What follows belongs to an exercise in optimizing a design on an open flow for small area; a production flow would make more cautious choices.
The RTL was checked by simulation tests, not by an equivalence proof against the original design.
Power figures rest on the tool's default switching activity, not on a simulated workload.

<file path="design/flow/config.mk">
export PLATFORM = sky130hd
export DESIGN_NAME = orderBookDirectoryParser
export DESIGN_NICKNAME = orderBookDirectoryParser
export VERILOG_FILES = /design/flow/design.v
export SDC_FILE = /design/flow/constraint.sdc
export NUM_CORES = 4
export LEC_CHECK = 0
export CAP_MARGIN = 20
export CORE_MARGIN = 2
export CORE_UTILIZATION = 40
export SLEW_MARGIN = 20
</file>
<file path="design/flow/constraint.sdc">
create_clock -name core_clock -period 5.0 [get_ports {clk}]
set_input_delay 1.0000 -clock core_clock [delete_from_list [all_inputs] [get_ports {clk}]]
set_output_delay 1.0000 -clock core_clock [all_outputs]
set_load 0.01 [all_outputs]
</file>
<file path="design/flow/design.v">
`default_nettype none
package orderBookDirPkg;
    typedef enum logic {
        IDLE,
        RUN
    } alignState_t;
    typedef enum logic [2:0] {
        W_HEADER  = 3'd0,
        W_SYMBOL  = 3'd1,
        W_ISIN_LO = 3'd2,
        W_ISIN_HI = 3'd3,
        W_SIZES   = 3'd4,
        W_LOTS    = 3'd5,
        W_NOMINAL = 3'd6
    } dirWord_e;
    typedef struct packed {
        logic [31:0]             timeStamp;
        logic [31:0]             orderBookId;
        logic [(8 * 8)-1:0]   symbol;
        logic [95:0]             isin;
    } identityFields_t;
    typedef struct packed {
        logic [7:0]              financialProduct;
        logic [23:0]             tradingCurrency;
        logic [15:0]             decimalsInPrice;
        logic [15:0]             decimalsInNominalValue;
        logic [31:0]             oddLotSize;
        logic [31:0]             roundLotSize;
        logic [31:0]             blockLotSize;
        logic [(8 * 8)-1:0]   nominalValue;
    } tradingFields_t;
endpackage
`default_nettype wire
`timescale 1ns/1ps
`default_nettype none
module wordAligner
(
    input  wire logic                    clk,
    input  wire logic                    rst,
    input  wire logic [(8 * 8)-1:0]   dataIn,
    input  wire logic                    wordValid,
    input  wire logic                    start,
    input  wire logic [3-1:0] startOffset,
    output logic                         alignedValid,
    output logic [(8 * 8)-1:0]        alignedWord,
    output orderBookDirPkg::dirWord_e                     alignedIndex
);
    localparam orderBookDirPkg::dirWord_e lastWord = orderBookDirPkg::dirWord_e'(7 - 1);
    orderBookDirPkg::alignState_t state;
    orderBookDirPkg::dirWord_e wordIndex;
    logic [3-1:0] offset;
    logic [(8 * 8)-1:0] heldWord;
    logic [(8 * 8)-1:0] joinedWord;
    logic [5:0] lowShift;
    logic [6:0] highShift;
    logic loadFirst;
    logic emitFirst;
    logic runBeat;
    assign loadFirst = (state == orderBookDirPkg::IDLE) && start && wordValid;
    assign emitFirst = loadFirst && (startOffset == '0);
    assign runBeat = (state == orderBookDirPkg::RUN) && wordValid;
    always_comb begin
        lowShift = {offset, 3'b000};
        highShift = 7'((8 * 8)) - {1'b0, lowShift};
        if (offset == '0) begin
            joinedWord = dataIn;
        end else begin
            joinedWord = (heldWord >> lowShift) | (dataIn << highShift);
        end
    end
    always_ff @(posedge clk) begin
        if (rst) begin
            state <= orderBookDirPkg::IDLE;
            wordIndex <= orderBookDirPkg::W_HEADER;
            alignedValid <= 1'b0;
        end else begin
            alignedValid <= emitFirst || runBeat;
            if (loadFirst) begin
                state <= orderBookDirPkg::RUN;
                if (startOffset == '0) begin
                    wordIndex <= orderBookDirPkg::W_SYMBOL;
                end
            end else if (runBeat) begin
                if (wordIndex == lastWord) begin
                    state <= orderBookDirPkg::IDLE;
                    wordIndex <= orderBookDirPkg::W_HEADER;
                end else begin
                    wordIndex <= orderBookDirPkg::dirWord_e'(wordIndex + 3'd1);
                end
            end
        end
    end
    always_ff @(posedge clk) begin
        if (loadFirst) begin
            offset <= startOffset;
        end
        if (loadFirst || runBeat) begin
            heldWord <= dataIn;
        end
        if (emitFirst || runBeat) begin
            alignedWord <= emitFirst ? dataIn : joinedWord;
            alignedIndex <= wordIndex;
        end
    end
endmodule
`default_nettype wire
`timescale 1ns/1ps
`default_nettype none
module identityFieldCapture
(
    input  wire logic                  clk,
    input  wire logic                  rst,
    input  wire logic                  alignedValid,
    input  wire logic [(8 * 8)-1:0] alignedWord,
    input  wire orderBookDirPkg::dirWord_e              alignedIndex,
    output orderBookDirPkg::identityFields_t            fields,
    output logic                       complete
);
    always_ff @(posedge clk) begin
        if (rst) begin
            complete <= 1'b0;
        end else begin
            complete <= alignedValid && (alignedIndex == orderBookDirPkg::W_ISIN_HI);
        end
    end
    always_ff @(posedge clk) begin
        if (alignedValid) begin
            case (alignedIndex)
                orderBookDirPkg::W_HEADER: begin
                    fields.timeStamp <= alignedWord[31:0];
                    fields.orderBookId <= alignedWord[63:32];
                end
                orderBookDirPkg::W_SYMBOL: begin
                    fields.symbol <= alignedWord;
                end
                orderBookDirPkg::W_ISIN_LO: begin
                    fields.isin[63:0] <= alignedWord;
                end
                orderBookDirPkg::W_ISIN_HI: begin
                    fields.isin[95:64] <= alignedWord[31:0];
                end
                default: begin
                end
            endcase
        end
    end
endmodule
`default_nettype wire
`timescale 1ns/1ps
`default_nettype none
module tradingFieldCapture
(
    input  wire logic                  clk,
    input  wire logic                  rst,
    input  wire logic                  alignedValid,
    input  wire logic [(8 * 8)-1:0] alignedWord,
    input  wire orderBookDirPkg::dirWord_e              alignedIndex,
    output orderBookDirPkg::tradingFields_t             fields,
    output logic                       complete
);
    always_ff @(posedge clk) begin
        if (rst) begin
            complete <= 1'b0;
        end else begin
            complete <= alignedValid && (alignedIndex == orderBookDirPkg::W_NOMINAL);
        end
    end
    always_ff @(posedge clk) begin
        if (alignedValid) begin
            case (alignedIndex)
                orderBookDirPkg::W_ISIN_HI: begin
                    fields.financialProduct <= alignedWord[39:32];
                    fields.tradingCurrency <= alignedWord[63:40];
                end
                orderBookDirPkg::W_SIZES: begin
                    fields.decimalsInPrice <= alignedWord[15:0];
                    fields.decimalsInNominalValue <= alignedWord[31:16];
                    fields.oddLotSize <= alignedWord[63:32];
                end
                orderBookDirPkg::W_LOTS: begin
                    fields.roundLotSize <= alignedWord[31:0];
                    fields.blockLotSize <= alignedWord[63:32];
                end
                orderBookDirPkg::W_NOMINAL: begin
                    fields.nominalValue <= alignedWord;
                end
                default: begin
                end
            endcase
        end
    end
endmodule
`default_nettype wire
`timescale 1ns/1ps
`default_nettype none
module directoryRecordAssembler
(
    input  wire logic            clk,
    input  wire logic            rst,
    input  wire orderBookDirPkg::identityFields_t identity,
    input  wire logic            identityComplete,
    input  wire orderBookDirPkg::tradingFields_t  trading,
    input  wire logic            tradingComplete,
    output orderBookDirPkg::identityFields_t      identityOut,
    output orderBookDirPkg::tradingFields_t       tradingOut,
    output logic                 recordValid
);
    logic identityDone;
    logic loadRecord;
    assign loadRecord = tradingComplete && identityDone;
    always_ff @(posedge clk) begin
        if (rst) begin
            identityDone <= 1'b0;
            recordValid <= 1'b0;
            identityOut <= '0;
            tradingOut <= '0;
        end else begin
            recordValid <= loadRecord;
            if (identityComplete) begin
                identityDone <= 1'b1;
            end else if (loadRecord) begin
                identityDone <= 1'b0;
            end
            if (loadRecord) begin
                identityOut <= identity;
                tradingOut <= trading;
            end
        end
    end
endmodule
`default_nettype wire
`timescale 1ns/1ps
`default_nettype none
module orderBookDirectoryParser
(
    input  wire logic                    clk,
    input  wire logic                    rst,
    input  wire logic [(8 * 8)-1:0]   dataIn,
    input  wire logic                    wordValid,
    input  wire logic                    start,
    input  wire logic [3-1:0] startOffset,
    output logic                         recordValid,
    output logic [31:0]                  timeStamp,
    output logic [31:0]                  orderBookId,
    output logic [(8 * 8)-1:0]        symbol,
    output logic [95:0]                  isin,
    output logic [7:0]                   financialProduct,
    output logic [23:0]                  tradingCurrency,
    output logic [15:0]                  decimalsInPrice,
    output logic [15:0]                  decimalsInNominalValue,
    output logic [31:0]                  oddLotSize,
    output logic [31:0]                  roundLotSize,
    output logic [31:0]                  blockLotSize,
    output logic [(8 * 8)-1:0]        nominalValue
);
    logic alignedValid;
    logic [(8 * 8)-1:0] alignedWord;
    orderBookDirPkg::dirWord_e alignedIndex;
    orderBookDirPkg::identityFields_t identity;
    orderBookDirPkg::identityFields_t identityOut;
    orderBookDirPkg::tradingFields_t trading;
    orderBookDirPkg::tradingFields_t tradingOut;
    logic identityComplete;
    logic tradingComplete;
    wordAligner alignerInst (
        .clk          (clk),
        .rst          (rst),
        .dataIn       (dataIn),
        .wordValid    (wordValid),
        .start        (start),
        .startOffset  (startOffset),
        .alignedValid (alignedValid),
        .alignedWord  (alignedWord),
        .alignedIndex (alignedIndex)
    );
    identityFieldCapture identityInst (
        .clk          (clk),
        .rst          (rst),
        .alignedValid (alignedValid),
        .alignedWord  (alignedWord),
        .alignedIndex (alignedIndex),
        .fields       (identity),
        .complete     (identityComplete)
    );
    tradingFieldCapture tradingInst (
        .clk          (clk),
        .rst          (rst),
        .alignedValid (alignedValid),
        .alignedWord  (alignedWord),
        .alignedIndex (alignedIndex),
        .fields       (trading),
        .complete     (tradingComplete)
    );
    directoryRecordAssembler assemblerInst (
        .clk              (clk),
        .rst              (rst),
        .identity         (identity),
        .identityComplete (identityComplete),
        .trading          (trading),
        .tradingComplete  (tradingComplete),
        .identityOut      (identityOut),
        .tradingOut       (tradingOut),
        .recordValid      (recordValid)
    );
    assign timeStamp = identityOut.timeStamp;
    assign orderBookId = identityOut.orderBookId;
    assign symbol = identityOut.symbol;
    assign isin = identityOut.isin;
    assign financialProduct = tradingOut.financialProduct;
    assign tradingCurrency = tradingOut.tradingCurrency;
    assign decimalsInPrice = tradingOut.decimalsInPrice;
    assign decimalsInNominalValue = tradingOut.decimalsInNominalValue;
    assign oddLotSize = tradingOut.oddLotSize;
    assign roundLotSize = tradingOut.roundLotSize;
    assign blockLotSize = tradingOut.blockLotSize;
    assign nominalValue = tradingOut.nominalValue;
endmodule
`default_nettype wire
</file>
<file path="design/flow/run.sh">
#!/bin/bash
# synth_recipe.tcl (not shown) runs the flow's synth.tcl, then flattens the netlist and writes it again
# the make line also repeats each setting of config.mk as NAME=value (left out here)
make -C /OpenROAD-flow-scripts/flow DESIGN_CONFIG=/design/flow/config.mk WORK_HOME=/design/flow/orfs CLKGATE_MAP_FILE= SYNTH_SCRIPT=/design/flow/synth_recipe.tcl finish
</file>
==> run notes, run 1 <==
The pin count of the biggest net entering global routing is 161. Cells with a size suffix above 1 make up about 6.8% of the layout. The complex-gate fraction of the synthesized area is 10.55%. The most used flip-flop cell after synthesis is sky130_fd_sc_hd__edfxtp_1. The via total after detailed routing is 26275.

The die boundary width came out at roughly 310 um. met2 is the most crowded layer. The total of cells resized after clock tree synthesis came out at 0. Across the routed clock network, the largest skew measured is roughly 0.031 ns. After detailed routing, the average wire length per cell comes to 24.30 um. From synthesis to final layout, the design area changed by 26.45%. The number of warnings printed during yosys synthesis came out at 4.

The path class of the tightest hold or removal check is register to register. Setup repair after global routing left no endpoint under its margin. In this run the worst setup path terminates at alignerInst.alignedWord[11].

After floorplanning, the core was divided into 112 placement rows. The later pin in the worst-skew pair is clocked with a latency of 0.69 ns. The routed design could run at a clock period as short as about 3.7 ns.

The post-synthesis share of cell area spent on full adders, half adders and majority gates came out at less than 1%. The buffer type at the clock tree root is sky130_fd_sc_hd__clkbuf_16. The total setup violations reported at the end of the flow is 0. The buffer count from post-CTS setup fixing is 0. The switching power of the nets came out at 3.927 mW. The non-filler instance count after layout is between 4000 and 5000. The half-perimeter wire length of the detailed placement result is 79.98 mm. VDD sags by at most 0.2574 mV. The die is 310.6 um tall.

The worst-case clock buffer depth is 3. The DRC violation count after routing is 0. In this run the count of I/O pins placed on the die edge is 520. In this run, synthesis inferred 582 flip-flops with an integrated enable. The launch instance of the worst register-to-register path is alignerInst.offset[1].

The summed instance area of the synthesized netlist came out at 37590 sq um. The transition time at the pin with the least slew margin came out at 1.074 ns. Clock-pin slew was measured on the worst setup and hold paths at about 0.060 ns. The final non-filler cell area is 47540 sq um. TritonCTS built the clock tree.

The combinational share of power came out at under 10%. The worst setup path is of the register to register kind. By area, the combinational part of the netlist is dominated by simple AND/OR/NAND/NOR gates. Measured against its own limit, the worst slew margin works out to between 20% and 30%. The library cell used most frequently in the layout, excluding fill and tap cells, is sky130_fd_sc_hd__nand2_1. The final max-slew violation count came out at 0. The number of sinks driven by the clock tree is 1039. The placer congestion estimate came out at 0.9102. The highest fanout seen on the critical path came out at 49. At the end of the flow the core is filled with cells to 51.01%. The first global-routing pass estimated 173.2 mm of wire. For this block, the routed nets add up to 121.0 mm of wire.

The data required time at the worst endpoint is 5.56 ns. The tightest hold path in the finished design has a slack of 0.4377 ns. The core region is 93190 sq um. Measured against the total synthesized area, the mux share comes to 4.653%. The global routing usage on met3 is 4.285%.

The flow ran to the end and the layout has no timing, DRC or antenna violations. The post-synthesis instance total is ~3200. The global router's overall resource usage is roughly a quarter. Before antenna repair, the detailed router went through 8 iterations. Timing would allow up to 270.2 MHz. At the end of the flow, the number of nets in the layout was 3700. The power density normalized to cell area is 379.3 nW/um^2. The register bit total from synthesis came out at 1039.

The count of hold-fix buffers inserted at cts came out at 0. The tool flagged a number of max-cap violations equal to 0. The xor/xnor share of the synthesized area is 0%. The launching element type of the critical path is a register. The final hold violation count is 0.

The net count after synthesis came out at around 3300. The total leakage power came out at 15.36 nW. The async set or reset register ratio after synthesis came out at 0%.

The library cells used most frequently in the layout, excluding fill and tap cells, are sky130_fd_sc_hd__nand2_1 (933), sky130_fd_sc_hd__edfxtp_1 (582), sky130_fd_sc_hd__clkdlybuf4s50_1 (518), sky130_fd_sc_hd__a21oi_1 (471), sky130_fd_sc_hd__dfxtp_1 (457). The internal power of the cells is approximately 14 mW. The global routing met1 resource utilization is 32.29%. Buffers inserted during clock tree synthesis total between 100 and 150.

The worst reg-to-reg setup slack is 1.30 ns. The worst setup path is captured at a register. The share of the clock period used by the worst path after layout came out at 74.01%.

The initial core utilization is 40.34%. The total negative slack for setup checks is 0 ns. Summing the areas of all and, or, nand and nor instances in the mapped netlist gives 11.16% of the synthesized area. The via count of the first global-routing pass is 24595. The mean area per synthesized cell came out at 11.83 sq um. The overall overflow remaining after global route is 0. The instance area at placement came out at between 40000 and 50000 sq um.

The number of cells traversed by the worst register-to-register path came out at 9. The die area came out at 96450 sq um. The relative contribution of the clock network to total power came out at 44.9%.

The number of antenna violations at the first check in global routing was 13. Data arrives at the worst endpoint at ~4.3 ns. The endpoint identified for the worst register-to-register timing path is alignerInst.alignedWord[11]. The hold path startpoint is identityInst.complete. The post-synthesis cell type count is 55. The number of vias per cell came out at between 5 and 6. The iteration-0 DRC count of the detailed router came out at 2517. The critical path starts at alignerInst.offset[1]. The sequential share of power is 51.2%. The share of the yosys chip area belonging to registers is 70.82%.

The post-detailed-route count of antenna-violating nets is 0. The count of buffers from port buffering came out at 519. The switching portion of total power came out at 21.78%. The fraction of met2 tracks used by global routing is 40.05%. The number of levels the H-tree was split into is 3. The number of placed cells counting well taps came out at 4773.
[synth_stat cells, types with 6 or more instances]
| master | number | share of area [%] |
|---|---|---|
| sky130_fd_sc_hd__nand2_1 | 934 | 9.3 |
| sky130_fd_sc_hd__edfxtp_1 | 582 | 46 |
| sky130_fd_sc_hd__a21oi_1 | 471 | 6.3 |
| sky130_fd_sc_hd__dfxtp_1 | 457 | 24 |
| sky130_fd_sc_hd__clkbuf_1 | 140 | 1.4 |
| sky130_fd_sc_hd__mux2i_1 | 114 | 3.0 |
| sky130_fd_sc_hd__nor2_1 | 57 | 0.57 |
| sky130_fd_sc_hd__buf_2 | 42 | 0.56 |
| sky130_fd_sc_hd__mux2_1 | 29 | 0.87 |
| sky130_fd_sc_hd__o2bb2ai_1 | 28 | 0.65 |
| sky130_fd_sc_hd__nor3_1 | 22 | 0.29 |
| sky130_fd_sc_hd__a221oi_1 | 21 | 0.49 |
| sky130_fd_sc_hd__o22ai_1 | 20 | 0.33 |
| sky130_fd_sc_hd__buf_4 | 18 | 0.36 |
| sky130_fd_sc_hd__a2bb2oi_1 | 17 | 0.40 |
| sky130_fd_sc_hd__a31oi_1 | 15 | 0.25 |
| sky130_fd_sc_hd__o21ai_0 | 14 | 0.19 |
| sky130_fd_sc_hd__mux2_2 | 13 | 0.39 |
| sky130_fd_sc_hd__o21ai_1 | 13 | 0.17 |
| sky130_fd_sc_hd__a22o_1 | 12 | 0.28 |
| sky130_fd_sc_hd__buf_1 | 12 | 0.12 |
| sky130_fd_sc_hd__nor2b_1 | 12 | 0.20 |
| sky130_fd_sc_hd__nand2b_1 | 9 | 0.15 |
| sky130_fd_sc_hd__nand3b_1 | 9 | 0.18 |
| sky130_fd_sc_hd__o22a_1 | 9 | 0.21 |
| sky130_fd_sc_hd__a22oi_1 | 8 | 0.16 |
| sky130_fd_sc_hd__buf_6 | 8 | 0.24 |
| sky130_fd_sc_hd__o32a_1 | 8 | 0.21 |
| sky130_fd_sc_hd__o32ai_1 | 8 | 0.19 |
| sky130_fd_sc_hd__a211oi_1 | 7 | 0.14 |
| sky130_fd_sc_hd__and2_1 | 7 | 0.12 |
| sky130_fd_sc_hd__mux4_2 | 6 | 0.36 |
| sky130_fd_sc_hd__nand3_1 | 6 | 0.080 |
| sky130_fd_sc_hd__nand4b_1 | 6 | 0.14 |
| sky130_fd_sc_hd__o31ai_1 | 6 | 0.12 |
[power groups by stage]
stage          clock, mW  sequential (mW)  combinational, mW
2_1_floorplan          0             9.33              0.435
3_3_place_gp           0             9.42              0.691
3_5_place_dp           0             9.42              0.687
4_1_cts             8.23             9.24              0.689
5_1_grt             8.58             9.24              0.741
6_report            8.10             9.24              0.698
[sequential cells by signal, indices dropped and copies added (netlist names)]
signal	flops
assemblerInst.recordValid	1
alignerInst.alignedValid	1
alignerInst.heldWord	64
assemblerInst.identityOut	224
identityInst.fields	224
alignerInst.alignedIndex	3
assemblerInst.identityDone	1
assemblerInst.tradingOut	224
alignerInst.wordIndex	3
alignerInst.alignedWord	64
identityInst.complete	1
tradingInst.complete	1
alignerInst.state	1
tradingInst.fields	224
alignerInst.offset	3
[worst min path at each step]
stage,endpoint,depth (start not counted),slack [ns]
2_1_floorplan,assemblerInst.identityDone,2,0.41
3_3_place_gp,assemblerInst.identityDone,2,0.42
3_5_place_dp,assemblerInst.identityDone,2,0.43
4_1_cts,assemblerInst.identityDone,2,0.45
5_1_grt,assemblerInst.identityDone,2,0.46
6_report,assemblerInst.identityDone,2,0.44
[area by class of cell]
class / instances / area, sq um
clock inverters: 55 / 575.6
diodes: 4 / 10.01
repair buffers: 562 / 5660
flip-flops and latches: 1039 / 26630
clock buffers: 147 / 3022
well taps: 1254 / 1569
inverters: 7 / 26.28
multi-input cells: 1911 / 10050
fillers: 8197 / 45650
[critical path, stage by stage, from the launching register on]
cell,delay (ns)
sky130_fd_sc_hd__edfxtp_1,0.33
sky130_fd_sc_hd__buf_4,0.27
sky130_fd_sc_hd__inv_1,0.20
sky130_fd_sc_hd__ha_4,0.19
sky130_fd_sc_hd__ha_1,0.28
sky130_fd_sc_hd__buf_4,0.31
sky130_fd_sc_hd__inv_2,0.44
sky130_fd_sc_hd__nand2_2,0.39
sky130_fd_sc_hd__o21ai_2,0.81
sky130_fd_sc_hd__a22o_1,0.26
[layer usage]
| layer | up-vias | routed length, um |
|---|---|---|
| met4 | 2 | 3762 |
| li1 | 12112 | - |
| met1 | 13036 | 50160 |
| met3 | 178 | 8394 |
| met5 | - | 8 |
| met2 | 947 | 58680 |
[through the flow]
step,total power [mW],worst slack [ns]
after floorplan,9.762,1.182
after global placement,10.12,1.439
after detailed placement,10.11,1.400
after CTS,18.16,1.371
after global routing,18.56,1.150
final,18.03,1.300
[logic make-up (layout without fill, tap and decap cells)]
group,count (synthesis),in the layout
and+or+nand+nor,1068,1068
DFF,1039,1039
AOI/OAI and AO/OA,679,679
buffers and inverters,227,771
muxes,162,162
adders and majority gates,2,2
other,0,4
==> inputs of run 2 (changes only) <==
==> design/flow/design.v (replaced) <==
`timescale 1ns/1ps
`default_nettype none
module orderBookDirectoryParser
(
    input  wire logic                    clk,
    input  wire logic                    rst,
    input  wire logic [(8 * 8)-1:0]   dataIn,
    input  wire logic                    wordValid,
    input  wire logic                    start,
    input  wire logic [3-1:0] startOffset,
    output logic                         recordValid,
    output logic [31:0]                  timeStamp,
    output logic [31:0]                  orderBookId,
    output logic [(8 * 8)-1:0]        symbol,
    output logic [95:0]                  isin,
    output logic [7:0]                   financialProduct,
    output logic [23:0]                  tradingCurrency,
    output logic [15:0]                  decimalsInPrice,
    output logic [15:0]                  decimalsInNominalValue,
    output logic [31:0]                  oddLotSize,
    output logic [31:0]                  roundLotSize,
    output logic [31:0]                  blockLotSize,
    output logic [(8 * 8)-1:0]        nominalValue
);
    localparam int MSG_BITS = 7 * (8 * 8);
    logic                    busy;        
    logic [2:0]              beat;        
    logic [3-1:0] offset;      
    logic                    pending;     
    logic [MSG_BITS-1:0]     msgBuf;      
    logic [MSG_BITS-1:0]     record;
    logic                    firstBeat;
    logic                    anyBeat;
    logic                    lastBeat;
    logic [3-1:0] shift;
    logic [(8 * 8)-1:0]   rotWord;
    assign firstBeat = !busy && wordValid && start;
    assign anyBeat = firstBeat || (busy && wordValid);
    assign lastBeat = busy && wordValid &&
                      ((beat == 3'd7) || ((beat == 3'd6) && (offset == '0)));
    assign shift = busy ? offset : startOffset;
    assign rotWord = {dataIn, dataIn} >> {shift, 3'b000};
    always_ff @(posedge clk) begin
        if (rst) begin
            busy <= 1'b0;
            beat <= 3'd0;
            pending <= 1'b0;
            recordValid <= 1'b0;
        end else begin
            pending <= lastBeat;
            recordValid <= pending;
            if (lastBeat) begin
                busy <= 1'b0;
                beat <= 3'd0;
            end else if (anyBeat) begin
                busy <= 1'b1;
                beat <= beat + 3'd1;
            end
        end
    end
    always_ff @(posedge clk) begin
        if (firstBeat) begin
            offset <= startOffset;
        end
    end
    logic [7*8-1:0] writeByte;
    logic [7*8-1:0] keepByte;
    logic loadRecord;
    logic holdRecord;
    always_comb begin
        for (int w = 0; w < 7; w++) begin
            for (int j = 0; j < 8; j++) begin
                writeByte[8 * w + j] = anyBeat &&
                    (beat == ((j + shift >= 8) ? w + 1 : w));
            end
        end
    end
    assign keepByte = ~writeByte;
    assign loadRecord = pending && !rst;
    assign holdRecord = !pending && !rst;
    logic [MSG_BITS-1:0] msgBufNext;
    logic [MSG_BITS-1:0] recordNext;
    for (genvar i = 0; i < MSG_BITS; i++) begin : g_bit
        selectBit bufSel (
            .a (rotWord[i % (8 * 8)]),
            .aSel (writeByte[i / 8]),
            .b (msgBuf[i]),
            .bSel (keepByte[i / 8]),
            .y (msgBufNext[i])
        );
        selectBit recordSel (
            .a (msgBuf[i]),
            .aSel (loadRecord),
            .b (record[i]),
            .bSel (holdRecord),
            .y (recordNext[i])
        );
    end
    always_ff @(posedge clk) begin
        msgBuf <= msgBufNext;
        record <= recordNext;
    end
    assign timeStamp = record[31:0];
    assign orderBookId = record[63:32];
    assign symbol = record[127:64];
    assign isin = record[223:128];
    assign financialProduct = record[231:224];
    assign tradingCurrency = record[255:232];
    assign decimalsInPrice = record[271:256];
    assign decimalsInNominalValue = record[287:272];
    assign oddLotSize = record[319:288];
    assign roundLotSize = record[351:320];
    assign blockLotSize = record[383:352];
    assign nominalValue = record[447:384];
endmodule
`default_nettype wire
`default_nettype none
module selectBit
(
    input  wire logic a,
    input  wire logic aSel,
    input  wire logic b,
    input  wire logic bSel,
    output logic      y
);
    assign y = (a & aSel) | (b & bSel);
endmodule
`default_nettype wire
==> design/flow/flow/run.sh (new file) <==
#!/bin/bash
# The standard layout, with two changes: the port buffers are the smallest
# buffer cell, and clock tree synthesis adds no dummy loads.
set -euo pipefail
bash standard.sh synth > synth.log 2>&1
bash standard.sh \
    "BUFFER_PORTS_ARGS=-buffer_cell sky130_fd_sc_hd__buf_1" \
    "CTS_ARGS=-sink_clustering_enable -repair_clock_nets -dont_use_dummy_load" \
    finish > layout.log 2>&1
==> design/flow/standard.sh (new file) <==
#!/bin/bash
# synth_recipe.tcl (not shown) runs the flow's synth.tcl, then flattens the netlist and writes it again
# the make line also repeats each setting of config.mk as NAME=value (left out here)
make -C /OpenROAD-flow-scripts/flow DESIGN_CONFIG=/design/flow/config.mk WORK_HOME=/design/flow/orfs CLKGATE_MAP_FILE= SYNTH_SCRIPT=/design/flow/synth_recipe.tcl "${@:-finish}"
--- a/design/flow/config.mk
+++ b/design/flow/config.mk
@@ -9,3 +9,4 @@
 export CORE_MARGIN = 2
 export CORE_UTILIZATION = 40
 export SLEW_MARGIN = 20
+export SYNTH_HIERARCHICAL = 1
removed: design/flow/run.sh
==> run 2 against run 1 <==
  * Die area shrank 22%
  * Via count shrank 11%
  * Fmax grew 7.0%
  * Final area shrank 26%
  * Combinational power grew to 2.9 times the previous value
  * Critical path depth shrank 2
  * Still clean on timing, DRC and antenna
  * Cell count shrank 22%
  * Hold slack gained 0.011 ns
  * Sequential share of layout area shrank 4.7 points
  * Register-to-register slack gained 0.24 ns
==> run notes, run 2 <==
The mean area per synthesized cell is 12.91 sq um (was 11.83 sq um). The final non-filler cell area is 35370 sq um (was 47540 sq um). The number of sinks driven by the clock tree came out at 905 (was 1039). The power density normalized to cell area was 477.6 nW/um^2 (was 379.3 nW/um^2). The buffer type at the clock tree root is sky130_fd_sc_hd__clkbuf_16 (unchanged). The summed instance area of the synthesized netlist came out at 29180 sq um (was 37590 sq um). The delay of the slowest cell on the worst path came out at 0.78 ns (was 0.81 ns). The global router's overall resource usage is 26.73% (was 24.34%). The height of the die is 274.1 um (was 310.6 um). Most used standard cells in the synthesized netlist: sky130_fd_sc_hd__a22o_1 (960), sky130_fd_sc_hd__dfxtp_1 (902), sky130_fd_sc_hd__mux2i_1 (81) (was sky130_fd_sc_hd__nand2_1 (934), sky130_fd_sc_hd__edfxtp_1 (582), sky130_fd_sc_hd__a21oi_1 (471)).

The final worst hold slack is 0.4491 ns (was 0.4377 ns). The data required time at the worst endpoint is 5.55 ns (was 5.56 ns). Setup repair after global routing missed its margin: false (unchanged). The final total power is 16.89 mW (was 18.03 mW).

The most common flop cell mapped by yosys is sky130_fd_sc_hd__dfxtp_1 (was sky130_fd_sc_hd__edfxtp_1). The die boundary width came to 274.1 um (was 310.6 um). The max capacitance violation total is 0 (unchanged). The die area is 75130 sq um (was 96450 sq um). The buffer count from post-CTS setup fixing is 0 (unchanged). The time the final worst path needs with I/O delays and setup is 3.458 ns (was 3.700 ns). The instance area at placement came out at 33020 sq um (was 43920 sq um). The total leakage power came out at 14.15 nW (was 15.36 nW).

The setup clock skew after layout is 0.04303 ns (was 0.03110 ns). The largest vdd supply drop is 0.2546 mV (was 0.2574 mV). The highest fanout seen on the critical path is 25 (was 49).

The path type of the worst setup path was register to register (unchanged). The register bit total from synthesis came out at 905 (was 1039). The worst path arrival time is 4.01 ns (was 4.26 ns).

The endpoint of the worst hold-timing path is record[232] (was assemblerInst.identityDone). The share of the yosys chip area belonging to registers is 62.19% (was 70.82%). The post-layout worst setup margin is 1.542 ns (was 1.300 ns). The clock latency of the later-clocked register in the worst-skew pair came to 0.64 ns (was 0.69 ns).

The total wire length is 104.7 mm (was 121.0 mm). The cell type with the largest total area after synthesis is sky130_fd_sc_hd__dfxtp_1 (was sky130_fd_sc_hd__edfxtp_1). The worst-path cell with the longest stage delay was sky130_fd_sc_hd__mux2i_4 (was sky130_fd_sc_hd__o21ai_2). The worst-case clock buffer depth is 3 (unchanged). Chain of cells forming the critical path: buf_4 > mux2i_4 > buf_4 > mux2i_1 > a22o_1 > a221oi_2 > a22o_1 (was buf_4 > inv_1 > ha_4 > ha_1 > buf_4 > inv_2 > nand2_2 > o21ai_2 > a22o_1).

The pre-CTS setup slack came out at 1.127 ns (was 1.400 ns). The commonest non-fill, non-tap cell in the layout is sky130_fd_sc_hd__a22o_1 (was sky130_fd_sc_hd__nand2_1). The number of cells traversed by the worst register-to-register path is 7 (was 9).

The launch instance of the worst register-to-register path is busy (was alignerInst.offset[1]). The async set or reset register ratio after synthesis was 0% (unchanged). The total setup violations reported at the end of the flow was 0 (unchanged). The post-synthesis instance total came out at 2260 (was 3177).

The switching portion of total power is 25.62% (was 21.78%). The transition time at the pin with the least slew margin is 1.219 ns (was 1.074 ns). The largest registers in the layout are msgBuf (448), record (448).

The share of the clock period used by the worst path after layout is 69.17% (was 74.01%). The number of warnings printed during yosys synthesis is 7 (was 4). The most instantiated library cell after synthesis is sky130_fd_sc_hd__a22o_1 (was sky130_fd_sc_hd__nand2_1). The post-synthesis cell type count came out at 37 (was 55). The count of hold-fix buffers inserted at cts is 0 (unchanged).

The floorplan row count is 99 (was 112). The number of buffers created by CTS came out at 92 (was 106). The overall overflow remaining after global route came to 0 (unchanged). The core region area is 72590 sq um (was 93190 sq um). The via total after detailed routing is 23322 (was 26275).

The number of antenna violations at the first check in global routing is 18 (was 13). Most used cells in the layout excluding fill and tap cells: sky130_fd_sc_hd__a22o_1 (960), sky130_fd_sc_hd__dfxtp_1 (902), sky130_fd_sc_hd__buf_1 (519), sky130_fd_sc_hd__clkbuf_16 (92), sky130_fd_sc_hd__mux2i_1 (80) (was sky130_fd_sc_hd__nand2_1 (933), sky130_fd_sc_hd__edfxtp_1 (582), sky130_fd_sc_hd__clkdlybuf4s50_1 (518), sky130_fd_sc_hd__a21oi_1 (471), sky130_fd_sc_hd__dfxtp_1 (457)). The number of enable flip-flop cells after synthesis is 3 (was 582).

The total of cells resized after clock tree synthesis is 0 (unchanged). The half-perimeter wire length of the detailed placement result came out at 73.48 mm (was 79.98 mm). The core occupancy in the finished layout came out at 48.73% (was 51.01%). The pin count of the biggest net entering global routing is 88 (was 161). The DRC violation count after routing is 0 (unchanged). The detail-routed net length per standard cell is 26.93 um (was 24.30 um).

The share of post-route cells with drive strength above 1 is 7.008% (was 6.799%). The type of the most critical hold path is register to register (unchanged). The number of vias per cell came out at 5.997 (was 5.277). The I/O pin count is 520 (unchanged). The via count of the first global-routing pass came out at 22219 (was 24595). The critical register-to-register path endpoint is msgBuf[130] (was alignerInst.alignedWord[11]). The switching power of the nets was 4.328 mW (was 3.927 mW). Result of the run: timing/DRC/antenna clean (unchanged). The number of nets in the layout is 2990 (was 3700).

The wire length of the first global-routing pass is 150.3 mm (was 173.2 mm). The worst slew slack as a fraction of its limit came out at 18.75% (was 28.15%). The hold path startpoint is msgBuf[232] (was identityInst.complete).

The combinational share of power came out at 12.0% (was 3.9%). The number of levels the H-tree was split into is 3 (unchanged). The number of cells on the worst hold path came out at 1 (was 2). The relative contribution of the clock network to total power is 34.2% (was 44.9%). The sequential share of power came to 53.8% (was 51.2%). The initial core utilization is 40.20% (was 40.34%). The number of iterations in the first detailed-routing pass is 6 (was 8). The worst reg-to-reg setup slack is 1.54 ns (was 1.30 ns). The clock transition time at the flip-flop clock pins of the worst setup and hold paths is 0.06 ns (about the same). The fmax came to 289.1 MHz (was 270.2 MHz). The area share of the largest cell type after synthesis came out at 61.88% (was 46.49%). The count of buffers from port buffering is 519 (unchanged).

The post-detailed-route count of antenna-violating nets is 0 (unchanged). The placer congestion estimate is 0.9235 (was 0.9102). Area contributors post-synth: sky130_fd_sc_hd__dfxtp_1 (62%), sky130_fd_sc_hd__a22o_1 (29%), sky130_fd_sc_hd__mux2i_1 (2.8%), sky130_fd_sc_hd__a221oi_1 (1.9%), sky130_fd_sc_hd__nand2_1 (0.90%) (was sky130_fd_sc_hd__edfxtp_1 (46%), sky130_fd_sc_hd__dfxtp_1 (24%), sky130_fd_sc_hd__nand2_1 (9.3%), sky130_fd_sc_hd__a21oi_1 (6.3%), sky130_fd_sc_hd__mux2i_1 (3.0%)). The clock tree from TritonCTS is built (unchanged). The internal power of the cells was 12.57 mW (was 14.10 mW).

The net count after synthesis came out at 2337 (was 3250). The final max-slew violation count came out at 0 (unchanged). The launching element type of the critical path is a register (unchanged). The iteration-0 DRC count of the detailed router is 1951 (was 2517). The layout overhead on the synthesized area came out at 21.22% (was 26.45%). The nature of the critical path endpoint was a register (unchanged). The final hold violation count is 0 (unchanged).
## run 2: cell types whose count changed in the layout (fill, tap and decap cells not counted), moves of 35 or more
cell	delta
sky130_fd_sc_hd__buf_1	+519
sky130_fd_sc_hd__a21oi_1	-466
sky130_fd_sc_hd__nand2_1	-863
sky130_fd_sc_hd__dfxtp_1	+445
sky130_fd_sc_hd__clkdlybuf4s50_1	-518
sky130_fd_sc_hd__a22o_1	+948
sky130_fd_sc_hd__edfxtp_1	-579
sky130_fd_sc_hd__buf_4	+43
sky130_fd_sc_hd__a221oi_1	+35
## run 2: cell families after synthesis
logic type	Yosys count	synth area share [%]
AO/OA/AOI/OAI	1045	31.31
buffers and inverters	59	0.8876
AND/OR/NAND/NOR	149	2.075
multiplexers	82	2.856
adder cells (fa/ha/maj)	6	0.2573
XOR/XNOR	14	0.4202
flip-flops	905	62.19
## run 2: worst max-delay path, delay by kind of cell, from the launching register on
kind                   cells  cell delay [ns]
buffers and inverters      2             0.78
DFF                        1             0.30
AOI/OAI and AO/OA          3             1.28
muxes                      2             1.00
## run 2: how the worst max path moves through the flow
stage,from,to,slack (ns)
floorplan,rst,record[0],-1.22
global placement,startOffset[2],msgBuf[252],1.19
detailed placement,startOffset[0],msgBuf[322],1.13
CTS,busy,msgBuf[322],1.59
global route,busy,msgBuf[130],1.40
finish,busy,msgBuf[130],1.54
## run 2: power groups by stage
| stage | combinational [mW] | clock, mW | sequential, mW |
|---|---|---|---|
| global route | 2.17 | 6.17 | 9.19 |
| CTS | 2.01 | 5.89 | 9.07 |
| floorplan | 1.36 | 0 | 8.91 |
| global placement | 1.93 | 0 | 9.19 |
| detailed placement | 2.00 | 0 | 9.20 |
| finish | 2.03 | 5.77 | 9.09 |
## run 2: metrics by stage
stage               setup TNS [ns]  std cells
floorplan                  -546.46       2260
global placement                 0       3776
detailed placement               0       3778
CTS                              0       3870
global route                     0       3878
finish                           0       3889
## run 2: cell type report
| class | instances | area [sq um] |
|---|---|---|
| Inverter | 13 | 48.80 |
| Clock buffer | 92 | 2302 |
| Tap cell | 959 | 1200 |
| Multi-Input combinational cell | 1296 | 10900 |
| Fill cell | 6635 | 37220 |
| Antenna cell | 19 | 47.55 |
| Sequential cell | 905 | 18150 |
| Timing Repair Buffer | 605 | 2723 |
## run 2: metal layers
layer	routed length (um)	track usage, %	vias to the layer above
li1	-	-	10391
met1	45130	36.28	11807
met2	47290	41.19	941
met3	8574	6.393	175
met4	3675	10.17	8
met5	55	0	-
## run 2: modules after synthesis, one instance, submodules excluded
module | cell area (sq um) | times used
selectBit | 8.758 | 896
orderBookDirectoryParser | 21330 | 1
==> inputs of run 3 (changes only) <==
==> design/flow/run.sh (new file) <==
#!/bin/bash
# synth_recipe.tcl (not shown) runs the flow's synth.tcl, then flattens the netlist and writes it again
# the make line also repeats each setting of config.mk as NAME=value (left out here)
make -C /OpenROAD-flow-scripts/flow DESIGN_CONFIG=/design/flow/config.mk WORK_HOME=/design/flow/orfs CLKGATE_MAP_FILE= SYNTH_SCRIPT=/design/flow/synth_recipe.tcl finish
removed: design/flow/flow/run.sh
removed: design/flow/standard.sh
==> run 3 against run 2 <==
  * Still clean on timing, DRC and antenna
  * Clock skew fell by 0.019 ns
  * Cell count grew 1.6%
  * Die area stayed put
  * Flip-flop and latch count unchanged
  * Total power rose by 7.4%
  * Hold slack better by 0.014 ns
  * Fmax down 1.7%
  * Register-to-register slack gained 0.26 ns
  * Setup slack got worse by 0.061 ns
  * Core utilization rose by 5.5 points
  * Global-route usage is essentially flat
  * Critical path depth down 1
  * Largest cell class unchanged
==> run notes, run 3 <==
The height of the die came to 274.1 um (unchanged). The critical register-to-register path endpoint was msgBuf[288] (was msgBuf[130]). The area of the multi-input gates is 10910 sq um (was 10900 sq um).

The async set or reset register ratio after synthesis came to 0% (unchanged). The type of the most critical hold path is register to register (unchanged). The number of buffers created by CTS came out at 89 (was 92).

The largest vdd supply drop is 0.2750 mV (was 0.2546 mV). The total of cells resized after clock tree synthesis came out at 0 (unchanged). The core occupancy in the finished layout came out at 54.25% (was 48.73%). The cell type with the largest total area after synthesis is sky130_fd_sc_hd__dfxtp_1 (unchanged). The count of buffers from port buffering is 519 (unchanged).

The initial core utilization is 40.20% (unchanged). The most common flop cell mapped by yosys is sky130_fd_sc_hd__dfxtp_1 (unchanged). The final max-slew violation count came to 0 (unchanged). The post-synthesis instance total came out at 2260 (unchanged). The total leakage power was 15.73 nW (was 14.15 nW). The worst-path cell with the longest stage delay is sky130_fd_sc_hd__nor2_2 (was sky130_fd_sc_hd__mux2i_4). The highest fanout seen on the critical path is 11 (was 25). The share of the yosys chip area belonging to registers is 62.19% (unchanged). The number of cells on the worst hold path came out at 1 (unchanged). The fmax came out at 284.2 MHz (was 289.1 MHz). The die boundary width came to 274.1 um (unchanged).

The launch point of the critical path is wordValid (was busy). The data required time at the worst endpoint was 5.53 ns (was 5.55 ns). The share of the clock period used by the worst path after layout is 70.38% (was 69.17%). The nature of the critical path endpoint is a register (unchanged).

The post-synthesis cell type count came out at 37 (unchanged). Among the stages of the critical path, the cell type that occurs most often is sky130_fd_sc_hd__nand2_1. Most used cells in the layout excluding fill and tap cells: sky130_fd_sc_hd__a22o_1 (960), sky130_fd_sc_hd__dfxtp_1 (902), sky130_fd_sc_hd__clkdlybuf4s50_1 (519), sky130_fd_sc_hd__clkbuf_16 (91), sky130_fd_sc_hd__mux2i_1 (80) (was sky130_fd_sc_hd__a22o_1 (960), sky130_fd_sc_hd__dfxtp_1 (902), sky130_fd_sc_hd__buf_1 (519), sky130_fd_sc_hd__clkbuf_16 (92), sky130_fd_sc_hd__mux2i_1 (80)). The count of hold-fix buffers inserted at cts came to 0 (unchanged). The detail-routed net length per standard cell is 26.50 um (was 26.93 um). The worst-case clock buffer depth is 3 (unchanged).

The post-detailed-route count of antenna-violating nets came out at 0 (unchanged). Setup repair after global routing missed its margin: false (unchanged). The count of filler cells inserted in the layout was 6107 (was 6635). The number of iterations in the first detailed-routing pass is 5 (was 6). The clock tree from TritonCTS is built (unchanged). The total setup violations reported at the end of the flow came to 0 (unchanged).

The max capacitance violation total is 0 (unchanged). The worst path arrival time came to 4.05 ns (was 4.01 ns). The global router's overall resource usage came to 26.71% (was 26.73%). The time the final worst path needs with I/O delays and setup is 3.519 ns (was 3.458 ns). The placer congestion estimate is 0.8217 (was 0.9235). The via count of the first global-routing pass is 22382 (was 22219). The launch instance of the worst register-to-register path is busy (unchanged).

The number of levels the H-tree was split into is 3 (unchanged). The clock transition time at the flip-flop clock pins of the worst setup and hold paths came out at 0.06 ns (about the same). The overall overflow remaining after global route came to 0 (unchanged). The layout overhead on the synthesized area came out at 34.96% (was 21.22%). The die area came out at 75130 sq um (unchanged). The most instantiated library cell after synthesis is sky130_fd_sc_hd__a22o_1 (unchanged). The via total after detailed routing is 23129 (was 23322). The core region area is 72590 sq um (unchanged). The share of post-route cells with drive strength above 1 came out at 8.783% (was 7.008%). The worst path buffer plus inverter count came to 1 (was 2). The number of cells traversed by the worst register-to-register path came out at 6 (was 7).

The number of nets in the layout came out at 2986 (was 2990). Most used standard cells in the synthesized netlist: sky130_fd_sc_hd__a22o_1 (960), sky130_fd_sc_hd__dfxtp_1 (902), sky130_fd_sc_hd__mux2i_1 (81) (unchanged). The family of cells with the greatest summed delay on the critical path is simple AND/OR/NAND/NOR gates (was compound AO/OA/AOI/OAI gates). The power density normalized to cell area is 460.8 nW/um^2 (was 477.6 nW/um^2). The I/O pin count came to 520 (unchanged).

The pin count of the biggest net entering global routing is 149 (was 88). Area contributors post-synth: sky130_fd_sc_hd__dfxtp_1 (62%), sky130_fd_sc_hd__a22o_1 (29%), sky130_fd_sc_hd__mux2i_1 (2.8%), sky130_fd_sc_hd__a221oi_1 (1.9%), sky130_fd_sc_hd__nand2_1 (0.90%) (unchanged). The register cell area after layout is 18150 sq um (unchanged). The number of enable flip-flop cells after synthesis is 3 (unchanged).

The net count after synthesis came out at 2337 (unchanged). The launching element type of the critical path is a primary input (was register). Chain of cells forming the critical path: clkdlybuf4s50_1 > o21a_1 > nand2_1 > nor2_2 > nand2_1 > a22o_1 (was buf_4 > mux2i_4 > buf_4 > mux2i_1 > a22o_1 > a221oi_2 > a22o_1). The iteration-0 DRC count of the detailed router was 1926 (was 1951). The total wire length is 104.7 mm (about the same). The path type of the worst setup path is primary input to register (was register to register).

The buffer type at the clock tree root is sky130_fd_sc_hd__clkbuf_16 (unchanged). The endpoint of the worst hold-timing path is record[35] (was record[232]). The wire length of the first global-routing pass came out at 150.7 mm (was 150.3 mm). The transition time at the pin with the least slew margin is 1.144 ns (was 1.219 ns). The DRC violation count after routing was 0 (unchanged).

The register bit total from synthesis came to 905 (unchanged). The half-perimeter wire length of the detailed placement result is 73.04 mm (was 73.48 mm). The final hold violation count was 0 (unchanged).

Result of the run: timing/DRC/antenna clean (unchanged). The number of sinks driven by the clock tree is 905 (unchanged). The setup clock skew after layout came out at 0.02399 ns (was 0.04303 ns). Top flop regs: msgBuf (448), record (448) (unchanged).

The number of vias per cell is 5.854 (was 5.997). The area share of the largest cell type after synthesis is 61.88% (unchanged). The number of antenna violations at the first check in global routing is 12 (was 18). The worst slew slack as a fraction of its limit is 23.65% (was 18.75%). The clock latency of the later-clocked register in the worst-skew pair is 0.64 ns (about the same). The number of warnings printed during yosys synthesis is 7 (unchanged).

The buffer count from post-CTS setup fixing came out at 0 (unchanged). The floorplan row count came out at 99 (unchanged). The mean area per synthesized cell was 12.91 sq um (unchanged). The final total power was 18.15 mW (was 16.89 mW). The commonest non-fill, non-tap cell in the layout is sky130_fd_sc_hd__a22o_1 (unchanged). The worst reg-to-reg setup slack was 1.80 ns (was 1.54 ns). The hold path startpoint was msgBuf[35] (was msgBuf[232]). The delay of the slowest cell on the worst path is 0.94 ns (was 0.78 ns). The summed instance area of the synthesized netlist came to 29180 sq um (unchanged).
run 3: cell type report:
type / instances / area share (%)
Clock inverter: 40 / 1.226
Multi-Input combinational cell: 1296 / 27.70
Inverter: 13 / 0.1239
Timing Repair Buffer: 604 / 15.17
Clock buffer: 125 / 6.590
Sequential cell: 905 / 46.08
Antenna cell: 9 / 0.05719
Tap cell: 959 / 3.047
run 3: per-module statistics from Yosys (local to each module, per instance):
module,cells inside,flip-flops and latches,area (sq um)
orderBookDirectoryParser,1364,905,21330
selectBit,1,0,8.758
run 3: worst register-to-register path: cells and delay by family, from the launching register on:
family          cells  cell delay (ns)
buf+inv             1             0.29
compound gates      2             0.76
simple gates        3             1.74
flops               1             0.31
run 3: where the power goes:
part / internal (mW) / switching (mW) / total [mW]
Clock: 4.11 / 2.85 / 6.96
Sequential: 8.34 / 0.735 / 9.08
Combinational: 1.06 / 1.05 / 2.11
Total: 13.5 / 4.64 / 18.1
run 3: cells by family (layout without fill, tap and decap cells):
logic type | count (synthesis) | in the layout | share of synthesized area (%)
adder cells (fa/ha/maj) | 6 | 6 | 0.2573
buffers and inverters | 59 | 782 | 0.8876
AND/OR/NAND/NOR | 149 | 149 | 2.075
XOR/XNOR | 14 | 14 | 0.4202
flip-flops | 905 | 905 | 62.19
other | 0 | 9 | 0
multiplexers | 82 | 82 | 2.856
AO/OA/AOI/OAI | 1045 | 1045 | 31.31
run 3: per-stage QoR:
stage / cell area [sq um] / TNS, ns / hold WS (ns) / setup slack, ns / cells
finish: 39380 / 0 / 0.4629 / 1.481 / 3951
global route: 39380 / 0 / 0.4788 / 1.455 / 3949
CTS: 39330 / 0 / 0.4649 / 1.546 / 3940
detailed placement: 36250 / 0 / 0.4540 / 0.8885 / 3775
global placement: 36210 / 0 / 0.4573 / 0.8842 / 3770
floorplan: 29190 / -546.46 / 0.4437 / -1.220 / 2260
run 3: how the worst max path moves through the flow:
| stage | endpoint | slack (ns) | depth (start not counted) |
|---|---|---|---|
| 2_1_floorplan | record[0] | -1.22 | 2 |
| 3_3_place_gp | msgBuf[208] | 0.88 | 7 |
| 3_5_place_dp | msgBuf[253] | 0.89 | 6 |
| 4_1_cts | msgBuf[258] | 1.55 | 7 |
| 5_1_grt | msgBuf[118] | 1.45 | 6 |
| 6_report | msgBuf[288] | 1.48 | 6 |
run 3: metal layers:
metal	track usage [%]	vias to the layer above	share of wire (%)
met2	41.69	935	46
met1	36.68	11561	44
met4	10.37	6	3.3
met3	4.895	182	6.9
li1	-	10445	-
met5	0	-	0.033
==> inputs of run 4 (changes only) <==
==> design/flow/flow/run.sh (new file) <==
#!/bin/bash
# The standard layout, with two changes: the port buffers are the smallest
# buffer cell, and clock tree synthesis is tuned for area.
set -euo pipefail
bash standard.sh synth > synth.log 2>&1
bash standard.sh \
    "BUFFER_PORTS_ARGS=-buffer_cell sky130_fd_sc_hd__buf_1" \
    "CTS_ARGS=-sink_clustering_enable -repair_clock_nets -dont_use_dummy_load -buf_list sky130_fd_sc_hd__clkbuf_16 -sink_clustering_size 28 -sink_clustering_max_diameter 80" \
    finish > layout.log 2>&1
==> design/flow/standard.sh (new file) <==
#!/bin/bash
# synth_recipe.tcl (not shown) runs the flow's synth.tcl, then flattens the netlist and writes it again
# the make line also repeats each setting of config.mk as NAME=value (left out here)
make -C /OpenROAD-flow-scripts/flow DESIGN_CONFIG=/design/flow/config.mk WORK_HOME=/design/flow/orfs CLKGATE_MAP_FILE= SYNTH_SCRIPT=/design/flow/synth_recipe.tcl "${@:-finish}"
--- a/design/flow/config.mk
+++ b/design/flow/config.mk
@@ -7,6 +7,6 @@
 export LEC_CHECK = 0
 export CAP_MARGIN = 20
 export CORE_MARGIN = 2
-export CORE_UTILIZATION = 40
+export CORE_UTILIZATION = 60
 export SLEW_MARGIN = 20
 export SYNTH_HIERARCHICAL = 1
removed: design/flow/run.sh
==> run 4 against run 3 <==
  * Final area down 15%
  * Area after synthesis unchanged
  * Non-clock buffer count down 1
  * Combinational power down 5%
  * Largest cell class unchanged
  * Still clean
  * Critical endpoint is now msgBuf[16]
==> run notes, run 4 <==
The final worst hold slack is 0.4453 ns (was 0.4629 ns). The total of cells resized after clock tree synthesis is 0 (unchanged). Area contributors post-synth: sky130_fd_sc_hd__dfxtp_1 (62%), sky130_fd_sc_hd__a22o_1 (29%), sky130_fd_sc_hd__mux2i_1 (2.8%), sky130_fd_sc_hd__a221oi_1 (1.9%), sky130_fd_sc_hd__nand2_1 (0.90%) (unchanged). The instance area at placement is 32530 sq um (was 36250 sq um).

The count of buffers from port buffering came out at 519 (unchanged). The number of vias per cell is 6.645 (was 5.854). The path type of the worst setup path is register to register (was primary input to register). The height of the die is 224.5 um (was 274.1 um). The number of antenna violations at the first check in global routing came to 34 (was 12). The post-synthesis cell type count came out at 37 (unchanged).

The nature of the critical path endpoint is a register (unchanged). The worst slew slack as a fraction of its limit came out at 19.75% (was 23.65%). The overall overflow remaining after global route came out at 0 (unchanged).

The largest vdd supply drop came out at 0.3124 mV (was 0.2750 mV). The clock latency of the later-clocked register in the worst-skew pair came out at 0.61 ns (was 0.64 ns). The final max-slew violation count came out at 0 (unchanged). The clock transition time at the flip-flop clock pins of the worst setup and hold paths was 0.11 ns (was 0.06 ns).

The worst-path cell with the longest stage delay is sky130_fd_sc_hd__dfxtp_1 (was sky130_fd_sc_hd__nor2_2). The summed instance area of the synthesized netlist came out at 29180 sq um (unchanged). The number of enable flip-flop cells after synthesis came out at 3 (unchanged).

The die area is 50410 sq um (was 75130 sq um). The number of buffers created by CTS is 39 (was 89). The delay of the slowest cell on the worst path is 0.95 ns (was 0.94 ns). The worst path buffer plus inverter count is 1 (unchanged).

Setup repair after global routing missed its margin: false (unchanged). The number of sinks driven by the clock tree was 905 (unchanged). The iteration-0 DRC count of the detailed router is 2352 (was 1926). The buffer type at the clock tree root was sky130_fd_sc_hd__clkbuf_16 (unchanged). Chain of cells forming the critical path: mux2i_4 > buf_12 > mux2i_1 > a22o_1 > a221oi_2 > a22o_1 (was clkdlybuf4s50_1 > o21a_1 > nand2_1 > nor2_2 > nand2_1 > a22o_1). The worst path arrival time is 4.06 ns (was 4.05 ns).

The count of hold-fix buffers inserted at cts came out at 0 (unchanged). The hold path startpoint is msgBuf[92] (was msgBuf[35]). The most used cell along the critical path is sky130_fd_sc_hd__a22o_1 (was sky130_fd_sc_hd__nand2_1). Top flop regs: msgBuf (448), record (448) (unchanged). The share of post-route cells with drive strength above 1 was 5.112% (was 8.783%).

The mean area per synthesized cell is 12.91 sq um (unchanged). The share of the yosys chip area belonging to registers is 62.19% (unchanged). The final hold violation count came out at 0 (unchanged). The launch point of the critical path was busy (was wordValid). The total setup violations reported at the end of the flow came out at 0 (unchanged). The most common flop cell mapped by yosys was sky130_fd_sc_hd__dfxtp_1 (unchanged). The launch instance of the worst register-to-register path was busy (unchanged).

The placer congestion estimate came out at 0.9062 (was 0.8217). The global router's overall resource usage came out at 35.31% (was 26.71%). The I/O pin count is 520 (unchanged).

The instance count on the critical path came out at 6 (unchanged). The total leakage power was 13.49 nW (was 15.73 nW). The number of warnings printed during yosys synthesis came out at 7 (unchanged). The buffer count from post-CTS setup fixing was 0 (unchanged).

The final non-filler cell area is 33600 sq um (was 39380 sq um). The max capacitance violation total came to 0 (unchanged). The wire length of the first global-routing pass is 136.3 mm (was 150.7 mm). The type of the most critical hold path is register to register (unchanged). The DRC violation count after routing is 0 (unchanged). The clock tree from TritonCTS is built (unchanged). Most used cells in the layout excluding fill and tap cells: sky130_fd_sc_hd__a22o_1 (960), sky130_fd_sc_hd__dfxtp_1 (902), sky130_fd_sc_hd__buf_1 (519), sky130_fd_sc_hd__mux2i_1 (80), sky130_fd_sc_hd__buf_4 (72) (was sky130_fd_sc_hd__a22o_1 (960), sky130_fd_sc_hd__dfxtp_1 (902), sky130_fd_sc_hd__clkdlybuf4s50_1 (519), sky130_fd_sc_hd__clkbuf_16 (91), sky130_fd_sc_hd__mux2i_1 (80)).

The area share of the largest cell type after synthesis came to 61.88% (unchanged). The data required time at the worst endpoint came out at 5.54 ns (was 5.53 ns). The power density normalized to cell area was 434.2 nW/um^2 (was 460.8 nW/um^2). The core region area was 47850 sq um (was 72590 sq um). The via count of the first global-routing pass came out at 21423 (was 22382). The commonest non-fill, non-tap cell in the layout is sky130_fd_sc_hd__a22o_1 (unchanged).

The number of cells on the worst hold path is 1 (unchanged). The number of levels the H-tree was split into is 2 (was 3). The highest fanout seen on the critical path came to 66 (was 11). The family of cells with the greatest summed delay on the critical path is compound AO/OA/AOI/OAI gates (was simple AND/OR/NAND/NOR gates). The launching element type of the critical path was a register (was primary input). The time the final worst path needs with I/O delays and setup came out at 3.518 ns (was 3.519 ns). The detail-routed net length per standard cell is 26.64 um (was 26.50 um).

The die boundary width is 224.5 um (was 274.1 um). The async set or reset register ratio after synthesis is 0% (unchanged). The fmax came out at 284.2 MHz (about the same).

The pin count of the biggest net entering global routing is 133 (was 149). Most used standard cells in the synthesized netlist: sky130_fd_sc_hd__a22o_1 (960), sky130_fd_sc_hd__dfxtp_1 (902), sky130_fd_sc_hd__mux2i_1 (81) (unchanged). The transition time at the pin with the least slew margin is 1.204 ns (was 1.144 ns). The cell type with the largest total area after synthesis is sky130_fd_sc_hd__dfxtp_1 (unchanged). The worst-case clock buffer depth was 3 (unchanged).

The number of nets in the layout came out at 2935 (was 2986). The most instantiated library cell after synthesis is sky130_fd_sc_hd__a22o_1 (unchanged). The initial core utilization came out at 60.99% (was 40.20%).

The layout overhead on the synthesized area came to 15.15% (was 34.96%). The number of iterations in the first detailed-routing pass is 6 (was 5). The net count after synthesis is 2337 (unchanged).

The core occupancy in the finished layout came out at 70.22% (was 54.25%). The share of the clock period used by the worst path after layout was 70.36% (was 70.38%). The via total after detailed routing is 23230 (was 23129). The total wire length was 93.14 mm (was 104.7 mm). The floorplan row count was 80 (was 99). Result of the run: timing/DRC/antenna clean (unchanged). The half-perimeter wire length of the detailed placement result is 64.75 mm (was 73.04 mm). The post-synthesis instance total came out at 2260 (unchanged). The register bit total from synthesis came out at 905 (unchanged). The setup clock skew after layout came out at 0.04432 ns (was 0.02399 ns). The number of cells traversed by the worst register-to-register path was 6 (unchanged). The post-detailed-route count of antenna-violating nets is 0 (unchanged).
[run 4: per-layer routing]
| metal | track usage, % | part of all wire [%] |
|---|---|---|
| met1 | 49.24 | 42 |
| met5 | 0 | 0.12 |
| met2 | 53.23 | 45 |
| met4 | 14.95 | 4.2 |
| met3 | 7.760 | 8.9 |
[run 4: power breakdown]
part           switching [mW]  total, mW  internal [mW]
sequential              0.752       9.08           8.33
combinational           0.983       2.00           1.01
clock                    2.10       3.52           1.41
total                    3.84       14.6           10.7
[run 4: layout make-up]
class,instances,area (sq um)
repair buffers,603,2721
flip-flops and latches,905,18150
fillers,3588,14250
well taps,615,769.5
inverters,13,48.80
clock buffers,39,975.9
diodes,25,62.56
multi-input cells,1296,10870
[run 4: metrics by stage]
stage | power [mW] | setup slack, ns | std cells | setup TNS (ns)
floorplan | 10.26 | -1.220 | 2260 | -546.46
global placement | 11.06 | 1.339 | 3430 | 0
detailed placement | 11.13 | 1.304 | 3431 | 0
CTS | 14.54 | 1.515 | 3470 | 0
global route | 15.09 | 1.349 | 3491 | 0
finish | 14.59 | 1.482 | 3496 | 0
[run 4: cell families (layout without fill, tap and decap cells)]
family | after synthesis | count (layout) | share of synthesized area (%)
adders and majority gates | 6 | 6 | 0.2573
AOI/OAI and AO/OA | 1045 | 1045 | 31.31
buffers and inverters | 59 | 655 | 0.8876
other | 0 | 25 | 0
muxes | 82 | 82 | 2.856
DFF | 905 | 905 | 62.19
xor gates and xnor gates | 14 | 14 | 0.4202
and+or+nand+nor | 149 | 149 | 2.075
[run 4: worst paths after layout]
path | endpoint | slack [ns]
setup / recovery | msgBuf[16] | 1.48
hold / removal | record[92] | 0.45
setup reg to reg | msgBuf[16] | 1.48
hold reg to reg | record[92] | 0.45
[run 4: per-module statistics from Yosys, one instance, submodules excluded]
module                    flops+latches  cells inside
orderBookDirectoryParser            905          1364
selectBit                             0             1
==> inputs of run 5 (changes only) <==
==> design/flow/flow/run.sh (replaced) <==
#!/bin/bash
# The standard layout, with two changes: the port buffers are the smallest
# buffer cell, and clock tree synthesis is tuned for area.
set -euo pipefail
bash standard.sh synth > synth.log 2>&1
bash standard.sh \
    "BUFFER_PORTS_ARGS=-buffer_cell sky130_fd_sc_hd__buf_1" \
    "CTS_ARGS=-sink_clustering_enable -repair_clock_nets -dont_use_dummy_load -buf_list sky130_fd_sc_hd__clkbuf_8 -sink_clustering_size 16 -sink_clustering_max_diameter 60" \
    finish > layout.log 2>&1
==> run 5 against run 4 <==
  * Clock-buffer cell count increased by 28
  * Register-to-register slack is essentially flat
  * Highest routed layer unchanged
  * Synthesized cell count unchanged
  * Die area unchanged
  * Fmax grew 0.24%
  * Critical path depth is the same
  * Area after synthesis is the same
  * Core utilization shrank 0.10 points
  * Combinational power about the same
  * Largest power group unchanged
  * Hold slack improved by 0.016 ns
==> run notes, run 5 <==
The share of the yosys chip area belonging to registers was 62.19% (unchanged). The total setup violations reported at the end of the flow is 0 (unchanged). The total leakage power is 13.49 nW (about the same). Result of the run: timing/DRC/antenna clean (unchanged). The core occupancy in the finished layout is 70.12% (was 70.22%).

The area of the multi-input gates is 10870 sq um (unchanged). The wire length of the first global-routing pass is 137.2 mm (was 136.3 mm). The global router's overall resource usage is 35.66% (was 35.31%). The via count of the first global-routing pass came out at 21621 (was 21423). The I/O pin count is 520 (unchanged).

The most common flop cell mapped by yosys was sky130_fd_sc_hd__dfxtp_1 (unchanged). The DRC violation count after routing came out at 0 (unchanged). The count of buffers from port buffering is 519 (unchanged).

The final max-slew violation count is 0 (unchanged). The mean area per synthesized cell came out at 12.91 sq um (unchanged). The clock tree from TritonCTS is built (unchanged). The setup clock skew after layout is 0.05442 ns (was 0.04432 ns). The worst path buffer plus inverter count is 1 (unchanged). The delay of the slowest cell on the worst path came out at 0.94 ns (was 0.95 ns).

The launching element type of the critical path is a register (unchanged). The die boundary width came out at 224.5 um (unchanged). The number of sinks driven by the clock tree came to 905 (unchanged).

The worst reg-to-reg setup slack is 1.49 ns (was 1.48 ns). The total of cells resized after clock tree synthesis came out at 0 (unchanged). The number of enable flip-flop cells after synthesis is 3 (unchanged). The number of warnings printed during yosys synthesis is 7 (unchanged). The number of antenna violations at the first check in global routing is 31 (was 34). The number of buffers created by CTS was 67 (was 39). The cell type with the largest total area after synthesis is sky130_fd_sc_hd__dfxtp_1 (unchanged). The nature of the critical path endpoint was a register (unchanged). The register cell area after layout is 18150 sq um (unchanged). The pre-CTS setup slack was 1.304 ns (unchanged). The worst-path cell with the longest stage delay is sky130_fd_sc_hd__dfxtp_1 (unchanged). The capture point of the critical path is msgBuf[277] (was msgBuf[16]). The buffer count from post-CTS setup fixing is 0 (unchanged).

The share of the clock period used by the worst path after layout is 70.19% (was 70.36%). The data required time at the worst endpoint was 5.61 ns (was 5.54 ns). The overall overflow remaining after global route is 0 (unchanged).

The register bit total from synthesis came out at 905 (unchanged). The async set or reset register ratio after synthesis is 0% (unchanged). The post-synthesis instance total is 2260 (unchanged). The iteration-0 DRC count of the detailed router came out at 2537 (was 2352). The instance count on the critical path is 6 (unchanged). The worst path arrival time came out at 4.12 ns (was 4.06 ns).

The global routing's busiest layer is met2 (unchanged). The highest fanout seen on the critical path was 66 (unchanged). The post-synthesis cell type count is 37 (unchanged). The critical register-to-register path endpoint was msgBuf[277] (was msgBuf[16]). The most instantiated library cell after synthesis is sky130_fd_sc_hd__a22o_1 (unchanged). The type of the most critical hold path was register to register (unchanged).

The clock latency of the later-clocked register in the worst-skew pair came out at 0.68 ns (was 0.61 ns). The global routing met1 resource utilization is 49.50% (was 49.24%). Setup repair after global routing missed its margin: false (unchanged). The height of the die came out at 224.5 um (unchanged). The detail-routed net length per standard cell is 26.63 um (was 26.64 um). The number of vias per cell came to 6.619 (was 6.645). The most used cell along the critical path is sky130_fd_sc_hd__a22o_1 (unchanged).

The worst slew slack as a fraction of its limit was 17.70% (was 19.75%). The family of cells with the greatest summed delay on the critical path was compound AO/OA/AOI/OAI gates (unchanged). Area contributors post-synth: sky130_fd_sc_hd__dfxtp_1 (62%), sky130_fd_sc_hd__a22o_1 (29%), sky130_fd_sc_hd__mux2i_1 (2.8%), sky130_fd_sc_hd__a221oi_1 (1.9%), sky130_fd_sc_hd__nand2_1 (0.90%) (unchanged). The post-layout worst setup margin came out at 1.490 ns (was 1.482 ns). The transition time at the pin with the least slew margin is 1.234 ns (was 1.204 ns).

The path type of the worst setup path was register to register (unchanged). The post-detailed-route count of antenna-violating nets is 0 (unchanged). The fmax came out at 284.9 MHz (was 284.2 MHz). The launch instance of the worst register-to-register path is busy (unchanged). The hold path startpoint is msgBuf[218] (was msgBuf[92]). The power density normalized to cell area is 430.4 nW/um^2 (was 434.2 nW/um^2). The time the final worst path needs with I/O delays and setup is 3.510 ns (was 3.518 ns). The max capacitance violation total was 0 (unchanged). The clock transition time at the flip-flop clock pins of the worst setup and hold paths came out at 0.10 ns (was 0.11 ns).
## run 5: cell counts after synthesis
No cell type changed its count.
## run 5: routing by layer
| layer | wire length [um] | vias up | part of all wire (%) |
|---|---|---|---|
| li1 | - | 10331 | - |
| met1 | 39700 | 11572 | 42 |
| met2 | 41610 | 1208 | 44 |
| met4 | 4143 | 12 | 4.4 |
| met5 | 80 | - | 0.085 |
| met3 | 8354 | 216 | 8.9 |
## run 5: report_power, final
part	leakage, nW	switching [mW]	total [mW]	internal (mW)
combinational	5.61	0.982	1.99	1.01
clock	0.482	2.16	3.37	1.21
sequential	7.39	0.747	9.07	8.33
## run 5: metrics by stage
step	std cells	cell area (sq um)	power (mW)	TNS (ns)	hold slack (ns)
2_1_floorplan	2260	29190	10.26	-546.46	0.4437
3_3_place_gp	3430	32530	11.06	0	0.4536
3_5_place_dp	3431	32530	11.13	0	0.4522
6_report	3526	33550	14.44	0	0.4609
4_1_cts	3498	33450	14.38	0	0.4664
5_1_grt	3521	33540	14.96	0	0.4929
## run 5: layout make-up
type	instances	area share [%]
well taps	615	2.294
flip-flops and latches	905	54.09
repair buffers	603	8.111
multi-input cells	1296	32.41
diodes	27	0.2014
inverters	13	0.1454
clock buffers	67	2.749
## run 5: worst register-to-register path, stage by stage, from the launching register on
cell	delay (ns)
sky130_fd_sc_hd__dfxtp_1	0.94
sky130_fd_sc_hd__mux2i_4	0.38
sky130_fd_sc_hd__buf_12	0.41
sky130_fd_sc_hd__mux2i_1	0.26
sky130_fd_sc_hd__a22o_1	0.29
sky130_fd_sc_hd__a221oi_2	0.90
sky130_fd_sc_hd__a22o_1	0.29
## run 5: worst min path at each step
stage	end	cells after the start	slack, ns
2_1_floorplan	msgBuf[0]	1	0.44
3_3_place_gp	record[247]	1	0.45
3_5_place_dp	record[216]	1	0.45
4_1_cts	record[218]	1	0.47
5_1_grt	record[218]	1	0.49
6_report	record[218]	1	0.46
## run 5: logic make-up after synthesis
group / count (synthesis) / share of synthesized area, %
flip-flops: 905 / 62.19
adder cells (fa/ha/maj): 6 / 0.2573
AND/OR/NAND/NOR: 149 / 2.075
buffers and inverters: 59 / 0.8876
multiplexers: 82 / 2.856
XOR/XNOR: 14 / 0.4202
AO/OA/AOI/OAI: 1045 / 31.31
## run 5: Yosys stat by module, one instance, submodules excluded
| module | copies in the design | flip-flops and latches | cell area [sq um] |
|---|---|---|---|
| orderBookDirectoryParser | 1 | 905 | 21330 |
| selectBit | 896 | 0 | 8.758 |

-- afterwards: timing with drivers on the ports --
No port has a modelled driver above. Below, the same layouts with a new extraction and two added sets of constraints.
Step 1: set_driving_cell puts a clkbuf_16 on clk and a buf_2 on each other input, an assumption about the parent block.
Step 2 also shifts input and output timing later by t, the mid clock arrival at the registers, as if the neighbouring blocks saw the same clock.
a / b / c = ideal ports / drivers / drivers and shift; a / b = the first two.
run | t, ns | setup WS [ns] | worst hold slack (ns) | worst slew at a driven data input, ns | cell pins on the clock port's net
run 1 | 0.745 | 1.300 / 1.300 / 1.300 | 0.438 / 0.438 / 0.438 | 0.10 | 1
run 2 | 0.687 | 1.542 / 1.541 / 1.019 | 0.449 / 0.449 / 0.449 | 0.14 | 1
run 3 | 0.696 | 1.481 / 1.447 / 0.751 | 0.463 / 0.463 / 0.463 | 0.13 | 1
run 4 | 0.647 | 1.482 / 1.482 / 1.297 | 0.445 / 0.445 / 0.445 | 0.12 | 1
run 5 | 0.715 | 1.490 / 1.490 / 1.243 | 0.461 / 0.461 / 0.461 | 0.13 | 1
After both steps every run listed still meets setup and hold. The setup slack of run 3, which loses most, moves by -0.034 ns with the drivers and by -0.730 ns with both steps.
